Context: an optimization exercise on an open-source flow, tuned for small area, a short achievable clock period and few clock cycles per item. The choices shown serve that exercise and are no tape-out recipe. RTL that was checked went through simulation tests only; none was proved equivalent to the original. For run 2, only the layout was checked, not whether the RTL still works.

==> flow/design.v, too long to show whole: its modules and the start of the top module <==
// module element_decoder: 23 lines
// module minor_engine: 1487 lines
// module mdc_top: 106 lines
module mdc_top (
    input  wire logic           clk,
    input  wire logic           rst_n,
    input  wire logic           in_valid,
    input  wire mdc_pkg::code_t in_data,
    output logic                in_credit,
    output logic                out_valid,
    output mdc_pkg::det_t       out_data,
    input  wire logic           out_credit
);
  // ...
==> flow/run.sh <==
#!/bin/bash
# synth_recipe.tcl (not shown) runs the flow's synth.tcl, then flattens the netlist and writes it again
# the make line also repeats each setting of config.mk as NAME=value (left out here)
make -C /OpenROAD-flow-scripts/flow DESIGN_CONFIG=/design/flow/config.mk WORK_HOME=/design/flow/orfs CLKGATE_MAP_FILE= SYNTH_SCRIPT=/design/flow/synth_recipe.tcl finish
==> flow/config.mk <==
export PLATFORM = sky130hd
export DESIGN_NAME = mdc_top
export DESIGN_NICKNAME = mdc_top
export VERILOG_FILES = /design/flow/design.v
export SDC_FILE = /design/flow/constraint.sdc
export NUM_CORES = 4
export LEC_CHECK = 0
export CAP_MARGIN = 20
export CORE_MARGIN = 2
export CORE_UTILIZATION = 40
export SLEW_MARGIN = 20
==> flow/constraint.sdc <==
create_clock -name core_clock -period 9.0 [get_ports {clk}]
set_input_delay 1.8000 -clock core_clock [delete_from_list [all_inputs] [get_ports {clk}]]
set_output_delay 1.8000 -clock core_clock [all_outputs]
set_load 0.01 [all_outputs]
==> flow_summary.toml, run 1 <==
[layout]
inv_count = 153
multi_input_area_um2 = 7780
syn_to_final_growth_pct = 12.1
final_cell_mix = "151 x inv_1, 148 x nand2_1, 111 x fa_1, 107 x dfxtp_1, 101 x edfxtp_1"
final_cells = 1857

[logic_synthesis]
seq_area_frac_synth_pct = 40.7
avgSynthCellArea_um2 = 10.7
synth-seq-cells = 239
synth_top_cell_by_area = "edfxtp_1"
synth-xor-area-share_pct = 9.10

[global_routing]
grtUsageMet3_pct = 2.21
grt_use_total_pct = 15.3
grt_use_met2_pct = 25.8

[sta]
slew_violations = 0
maxSlewHeadroom_pct = 33.6
worst_slew_pin_slew_ps = 996
fmax_mhz = 261

[clocking]
cts_tree = "yes"
root_buffer = "clkbuf_16"
clock-sinks = 239

[worst_setup_path]
critical-path-max-stage-delay_ps = 870
r2r-start = "win[3][1]"
reg2regPathDepth = 9

[detailed_routing]
routed_wl_mm = 28.4
drt_iter0_drc = 710
detailroute.via_count = 9323
top_layer = "met4"

[die]
num_rows = 70
dieArea_um2 = 38100

[placement]
gp_congestion = 0.813
io_buffers = 43

[run_status]
status = "complete, no violations"
Testbench counts, summed over its fixed seeds: cycles 4,120, results 2,304.
==> module mdc_top, before the edit <==
module mdc_top (
    input  wire logic           clk,
    input  wire logic           rst_n,
    input  wire logic           in_valid,
    input  wire mdc_pkg::code_t in_data,
    output logic                in_credit,
    output logic                out_valid,
    output mdc_pkg::det_t       out_data,
    input  wire logic           out_credit
);
    function automatic logic yields(input logic [3:0] p);
        yields = (p[3:2] != 2'd0) && (p[1:0] != 2'd0);
    endfunction
    logic           iv_r;      
    logic           oc_r;      
    mdc_pkg::elem_t elem;
    mdc_pkg::elem_t win [5];   
    logic [3:0]     rpos;      
    logic           pv;        
    element_decoder dec_i (
        .code (in_data),
        .elem (elem)
    );
    always_ff @(posedge clk) begin
        if (in_valid) begin
            win[0] <= elem;
            for (int i = 1; i < 5; i++) win[i] <= win[i-1];
        end
    end
    always_ff @(posedge clk or negedge rst_n) begin
        if (!rst_n) begin
            iv_r <= 1'b0;
            oc_r <= 1'b0;
            rpos <= '0;
            pv   <= 1'b0;
        end else begin
            iv_r <= in_valid;
            oc_r <= out_credit;
            if (in_valid) rpos <= rpos + 4'd1;
            pv <= in_valid && yields(rpos);
        end
    end
    mdc_pkg::det_t det;
    logic          dv;   
    minor_engine eng_i (
        .clk   (clk),
        .rst_n (rst_n),
        .w0    (win[0]),
        .w3    (win[3]),
        .w4    (win[4]),
        .v_in  (pv),
        .v_out (dv),
        .det   (det)
    );
    mdc_pkg::det_t o_data;
    logic          o_full;    
    mdc_pkg::det_t q_data;
    logic          q_full;
    logic [5:0]    cred;      
    logic          o_keep;
    logic          o_next;
    logic          cred_ok;
    assign o_keep  = o_full && !out_valid;
    assign o_next  = o_keep || q_full || dv;
    assign cred_ok = (cred + 6'(oc_r) > 6'(out_valid)) || out_credit;
    always_ff @(posedge clk) begin
        if (!o_keep) o_data <= q_full ? q_data : det;
        if (dv && (o_keep != q_full)) q_data <= det;
    end
    always_ff @(posedge clk or negedge rst_n) begin
        if (!rst_n) begin
            o_full    <= 1'b0;
            q_full    <= 1'b0;
            out_valid <= 1'b0;
            cred      <= '0;
        end else begin
            o_full    <= o_next;
            q_full    <= o_keep ? (q_full || dv) : (q_full && dv);
            out_valid <= o_next && cred_ok;
            cred      <= cred + 6'(oc_r) - 6'(out_valid);
        end
    end
    assign out_data = o_data;
    logic [2:0] owed;    
    logic [3:0] ment;    
    logic [5:0] spare;
    logic       ic_ok;
    logic [3:0] ment_n;
    logic [5:0] spare_n;
    assign ment_n  = in_credit ? ment + 4'd1 : ment;
    assign spare_n = spare - 6'(in_credit && yields(ment));
    assign ic_ok   = (owed + 3'(iv_r) > 3'(in_credit)) && (spare_n >= 6'(yields(ment_n)));
    always_ff @(posedge clk or negedge rst_n) begin
        if (!rst_n) begin
            in_credit <= 1'b0;
            owed      <= '0;
            ment      <= 4'd4;
            spare     <= 6'd2;
        end else begin
            in_credit <= ic_ok;
            owed      <= owed + 3'(iv_r) - 3'(in_credit);
            ment      <= ment_n;
            spare     <= spare_n + 6'(oc_r);
        end
    end
endmodule
==> inputs of run 2 (changes only) <==
==> flow/design.v (replaced) <==
`default_nettype none
package mdc_pkg;
    parameter int code_w = 15;   
    parameter int elem_w = 11;   
    parameter int det_w  = 23;   
    parameter int mat_n  = 4;    
    typedef logic [code_w-1:0] code_t;
    typedef logic signed [elem_w-1:0] elem_t;
    typedef logic signed [det_w-1:0] det_t;
endpackage
`default_nettype wire
`timescale 1ns/100ps
`default_nettype none
module element_decoder (
    input  wire mdc_pkg::code_t code,
    output mdc_pkg::elem_t      elem
);
    logic [3:0] syn;   
    always_comb begin
        syn = '0;
        for (int p = 1; p <= 15; p++) begin
            if (code[15 - p]) syn = syn ^ 4'(p);
        end
    end
    assign elem = {code[12] ^ (syn == 4'd3),
                   code[10] ^ (syn == 4'd5),
                   code[9]  ^ (syn == 4'd6),
                   code[8]  ^ (syn == 4'd7),
                   code[6]  ^ (syn == 4'd9),
                   code[5]  ^ (syn == 4'd10),
                   code[4]  ^ (syn == 4'd11),
                   code[3]  ^ (syn == 4'd12),
                   code[2]  ^ (syn == 4'd13),
                   code[1]  ^ (syn == 4'd14),
                   code[0]  ^ (syn == 4'd15)};
endmodule
`default_nettype wire
`timescale 1ns/100ps
`default_nettype none
module mdc_top (
    input  wire logic           clk,
    input  wire logic           rst_n,
    input  wire logic           in_valid,
    input  wire mdc_pkg::code_t in_data,
    output logic                in_credit,
    output logic                out_valid,
    output mdc_pkg::det_t       out_data,
    input  wire logic           out_credit
);
    function automatic logic yields(input logic [3:0] p);
        yields = (p[3:2] != 2'd0) && (p[1:0] != 2'd0);
    endfunction
    logic           iv_r;
    mdc_pkg::code_t cw_r;
    logic           oc_r;
    always_ff @(posedge clk or negedge rst_n) begin
        if (!rst_n) begin
            iv_r <= 1'b0;
            oc_r <= 1'b0;
        end else begin
            iv_r <= in_valid;
            oc_r <= out_credit;
        end
    end
    always_ff @(posedge clk) begin
        cw_r <= in_data;
    end
    mdc_pkg::elem_t elem;
    mdc_pkg::elem_t win [6];   
    logic [3:0]     rpos;      
    logic           pv;        
    element_decoder dec_i (
        .code (cw_r),
        .elem (elem)
    );
    always_ff @(posedge clk) begin
        if (iv_r) begin
            win[0] <= elem;
            for (int i = 1; i < 6; i++) win[i] <= win[i-1];
        end
    end
    always_ff @(posedge clk or negedge rst_n) begin
        if (!rst_n) begin
            rpos <= '0;
            pv   <= 1'b0;
        end else begin
            if (iv_r) rpos <= rpos + 4'd1;
            pv <= iv_r && yields(rpos);
        end
    end
    mdc_pkg::det_t det;
    assign det = win[5] * win[0] - win[4] * win[1];
    mdc_pkg::det_t o_data;
    logic          o_full;    
    mdc_pkg::det_t q_data;
    logic          q_full;
    logic [5:0]    cred;      
    logic          o_keep;
    logic          o_next;
    logic          cred_ok;
    assign o_keep  = o_full && !out_valid;
    assign o_next  = o_keep || q_full || pv;
    assign cred_ok = (cred + 6'(oc_r) > 6'(out_valid)) || out_credit;
    always_ff @(posedge clk) begin
        if (!o_keep) o_data <= q_full ? q_data : det;
        if (pv && (o_keep != q_full)) q_data <= det;
    end
    always_ff @(posedge clk or negedge rst_n) begin
        if (!rst_n) begin
            o_full    <= 1'b0;
            q_full    <= 1'b0;
            out_valid <= 1'b0;
            cred      <= '0;
        end else begin
            o_full    <= o_next;
            q_full    <= o_keep ? (q_full || pv) : (q_full && pv);
            out_valid <= o_next && cred_ok;
            cred      <= cred + 6'(oc_r) - 6'(out_valid);
        end
    end
    assign out_data = o_data;
    logic [2:0] owed;    
    logic [3:0] ment;    
    logic [5:0] spare;
    logic       ic_ok;
    logic [3:0] ment_n;
    logic [5:0] spare_n;
    assign ment_n  = in_credit ? ment + 4'd1 : ment;
    assign spare_n = spare - 6'(in_credit && yields(ment));
    assign ic_ok   = (owed + 3'(iv_r) > 3'(in_credit)) && (spare_n >= 6'(yields(ment_n)));
    always_ff @(posedge clk or negedge rst_n) begin
        if (!rst_n) begin
            in_credit <= 1'b0;
            owed      <= '0;
            ment      <= 4'd4;
            spare     <= 6'd2;
        end else begin
            in_credit <= ic_ok;
            owed      <= owed + 3'(iv_r) - 3'(in_credit);
            ment      <= ment_n;
            spare     <= spare_n + 6'(oc_r);
        end
    end
endmodule
`default_nettype wire
==> run 2 against run 1 <==
  * Register-to-register slack worse by 3200 ps
  * Worst setup slack worse by 3200 ps
  * First-iteration DRC count is 41% lower
  * Critical path depth is 13 higher
  * Maximum frequency is 45% lower
  * Utilization is 0.92 points lower
  * Critical path type unchanged
  * Largest cell class unchanged
==> flow_summary.toml, run 2 <==
[clocking]
cts-resized-gates = 0
cts_tree = "yes"
clk_pin_slew_ps = 70
clk_path_buf_depth = 2
hold_buffers = 0
root_buffer = "clkbuf_16"
cts_max_level = 4
insertion_delay_ps = 440
clock-sinks = 157
numCtsBuffers = 17
post_cts_buffers = 0

[worst_hold_path]
hold_path_class = "register to register"
holdPathStages = 0
hold_start = "win[3][4]"

[placement]
hpwl_mm = 25.4
placed_cell_area_um2 = 17000
io_buffers = 43
gp_congestion = 0.814

[worst_setup_path]
critPathKind = "register to register"
cp.arrival_ps = 7220
r2r-start = "win[4][10]"
setup.worst_path.start = "win[4][10]"
worst_setup_path_end_kind = "register"
crit_path_max_fanout = 12
r2r_setup_slack_ps = 1980
reg2regPathDepth = 22
start_kind = "register"
cp.required_ps = 9190

[sta]
maxSlewHeadroom_pct = 30.8
fmax_mhz = 142
setup_tns_ps = 0
clock_skew_ps = 10.8
hold_ws_ps = 416
slew_violations = 0
min_period_ps = 7020
setup_violations = 0
worst_slew_pin_slew_ps = 1040
finalHoldViolCount = 0
finalCritPeriodShare_pct = 78.0
rsz0062_at_grt = "false"

[die]
dieArea_um2 = 41800
dieHeight_um = 204
num_rows = 73
coreArea_um2 = 39600
io-pin-count = 44
start_util_pct = 40.5
dieWidth_um = 204

[logic_synthesis]
synthTopCellsByArea = "fa_1 34%, edfxtp_1 21%, inv_1 8.0%, ha_1 7.9%, and2_1 5.9%"
seq_area_frac_synth_pct = 27.5
synth_top_cell_area_share_pct = 34.3
syn_area_um2 = 16100
synth-seq-cells = 157
synth_most_common_cell = "inv_1"
syn_nets = 1858
synth-main-ff-cell = "edfxtp_1"
synthCells = 1462
synth_edf_count = 112
avgSynthCellArea_um2 = 11.0
ys_async_sr_fraction_pct = 19.1
yosysWarnings = 3
synthDistinctLibCells = 59
synth_top_cell_by_area = "fa_1"
synth_common_cells = "343 x inv_1, 275 x fa_1, 151 x and2_1"

[global_routing]
antenna_found_initial = 0
grt-ovfl-total = 0
first_global_vias = 10200
grt_max_degree = 74
grt_use_total_pct = 16.5
grt_pass1_wl_mm = 53.2

[detailed_routing]
routed_wl_mm = 31.4
detailroute.via_count = 9486
drcViolationCount = 0
drtPass1Iterations = 4
routedWlPerCell_um = 15.6
ant_nets = 0
drt_iter0_drc = 420
viasPerCell = 4.72

[layout]
stdcell_area_um2 = 17500
syn_to_final_growth_pct = 9.30
num_antenna_cells = 0
layout_commonest_cell = "inv_1"
reg_top3 = "win x66, o_data x23, q_data x23"
final_cell_mix = "343 x inv_1, 275 x fa_1, 150 x and2_1, 114 x nand2_1, 112 x edfxtp_1"
finalNetCount = 1868
largest_register_ff_count = 66
layout-drive-gt1-share_pct = 4.51
fillers = 3727
top_register = "win"

[run]
drv_cap = 0

[run_status]
status = "complete, no violations"
run 2: layout make-up:
class,count,area [um2],share of cell area [%]
multi-input cells,906,10100,57.8
clock buffers,23,522,2.97
clock inverters,9,67.6,0.385
inverters,344,1290,7.36
well taps,525,657,3.74
repair buffers,46,453,2.58
flip-flops and latches,157,4420,25.2
run 2: kinds of logic after synthesis:
kind of cell / after synthesis / share of synthesized area (%)
AND/OR/NAND/NOR: 350 / 11.4
adder cells (fa/ha/maj): 377 / 42.2
buffers and inverters: 399 / 9.34
XOR/XNOR: 91 / 5.10
multiplexers: 19 / 1.32
AO/OA/AOI/OAI: 69 / 3.06
flip-flops: 157 / 27.5
run 2: final timing paths:
kind,to
setup / recovery,q_data[20]
hold / removal,win[4][4]
setup reg to reg,q_data[20]
hold reg to reg,win[4][4]
max in group asynchronous,spare[1]
min in group asynchronous,spare[0]
run 2: critical path, cell delays in order (launching register included):
cell and delay, ps:
edfxtp_1 550, nand2_1 170, inv_1 90, fa_1 880
inv_1 110, fa_1 500, inv_1 60, fa_1 490
inv_1 50, fa_1 540, fa_1 450, fa_1 490
inv_1 50, fa_1 470, inv_1 40, ha_1 340
nand2_1 120, or3_1 360, o22ai_1 280, o31ai_1 140
a21oi_2 260, o21ai_0 160, xnor2_1 150
run 2: metal layers:
layer | track usage (%) | share of wire, % | up-vias
li1 | - | - | 4409
met1 | 21.6 | 43 | 4923
met2 | 28.9 | 52 | 128
met3 | 2.36 | 2.9 | 26
met4 | 3.70 | 1.3 | 0
met5 | 0 | 0 | -
run 2: metrics by stage:
step | util, % | setup slack [ps] | cells
6_report | 44.3 | 1980 | 2010
5_1_grt | 44.3 | 1640 | 2010
4_1_cts | 44.3 | 1960 | 2010
3_5_place_dp | 42.8 | 1980 | 1978
3_3_place_gp | 42.8 | 2070 | 1978
2_1_floorplan | - | 2490 | 1462

## port drivers added, routing unchanged
In the flow no input, the clock included, has a driving cell. The finished layouts below were timed again as built, in two steps. Step 1, drivers: a clkbuf_16 drives clk and a buf_2 each remaining input, both assumed. Step 2 also shifts input and output timing later by t, the mid clock arrival at the registers, as if the neighbouring blocks saw the same clock. a / b / c = no drivers / after step 1 / after step 2; a / b = the first two.
| run | shift t [ns] | setup slack, ns | hold slack, ns | slew at the worst register clock pin (ns) |
|---|---|---|---|---|
| run 1 | 0.589 | 5.164 / 5.164 / 5.053 | 0.368 / 0.368 / 0.368 | 0.07 / 0.07 |
| run 2 | 0.491 | 1.978 / 1.978 / 1.978 | 0.416 / 0.416 / 0.416 | 0.07 / 0.07 |
After both steps every run listed still meets setup and hold. For run 1, which loses most, drivers alone change the setup slack by 0.000 ns; drivers and shift together by -0.111 ns.
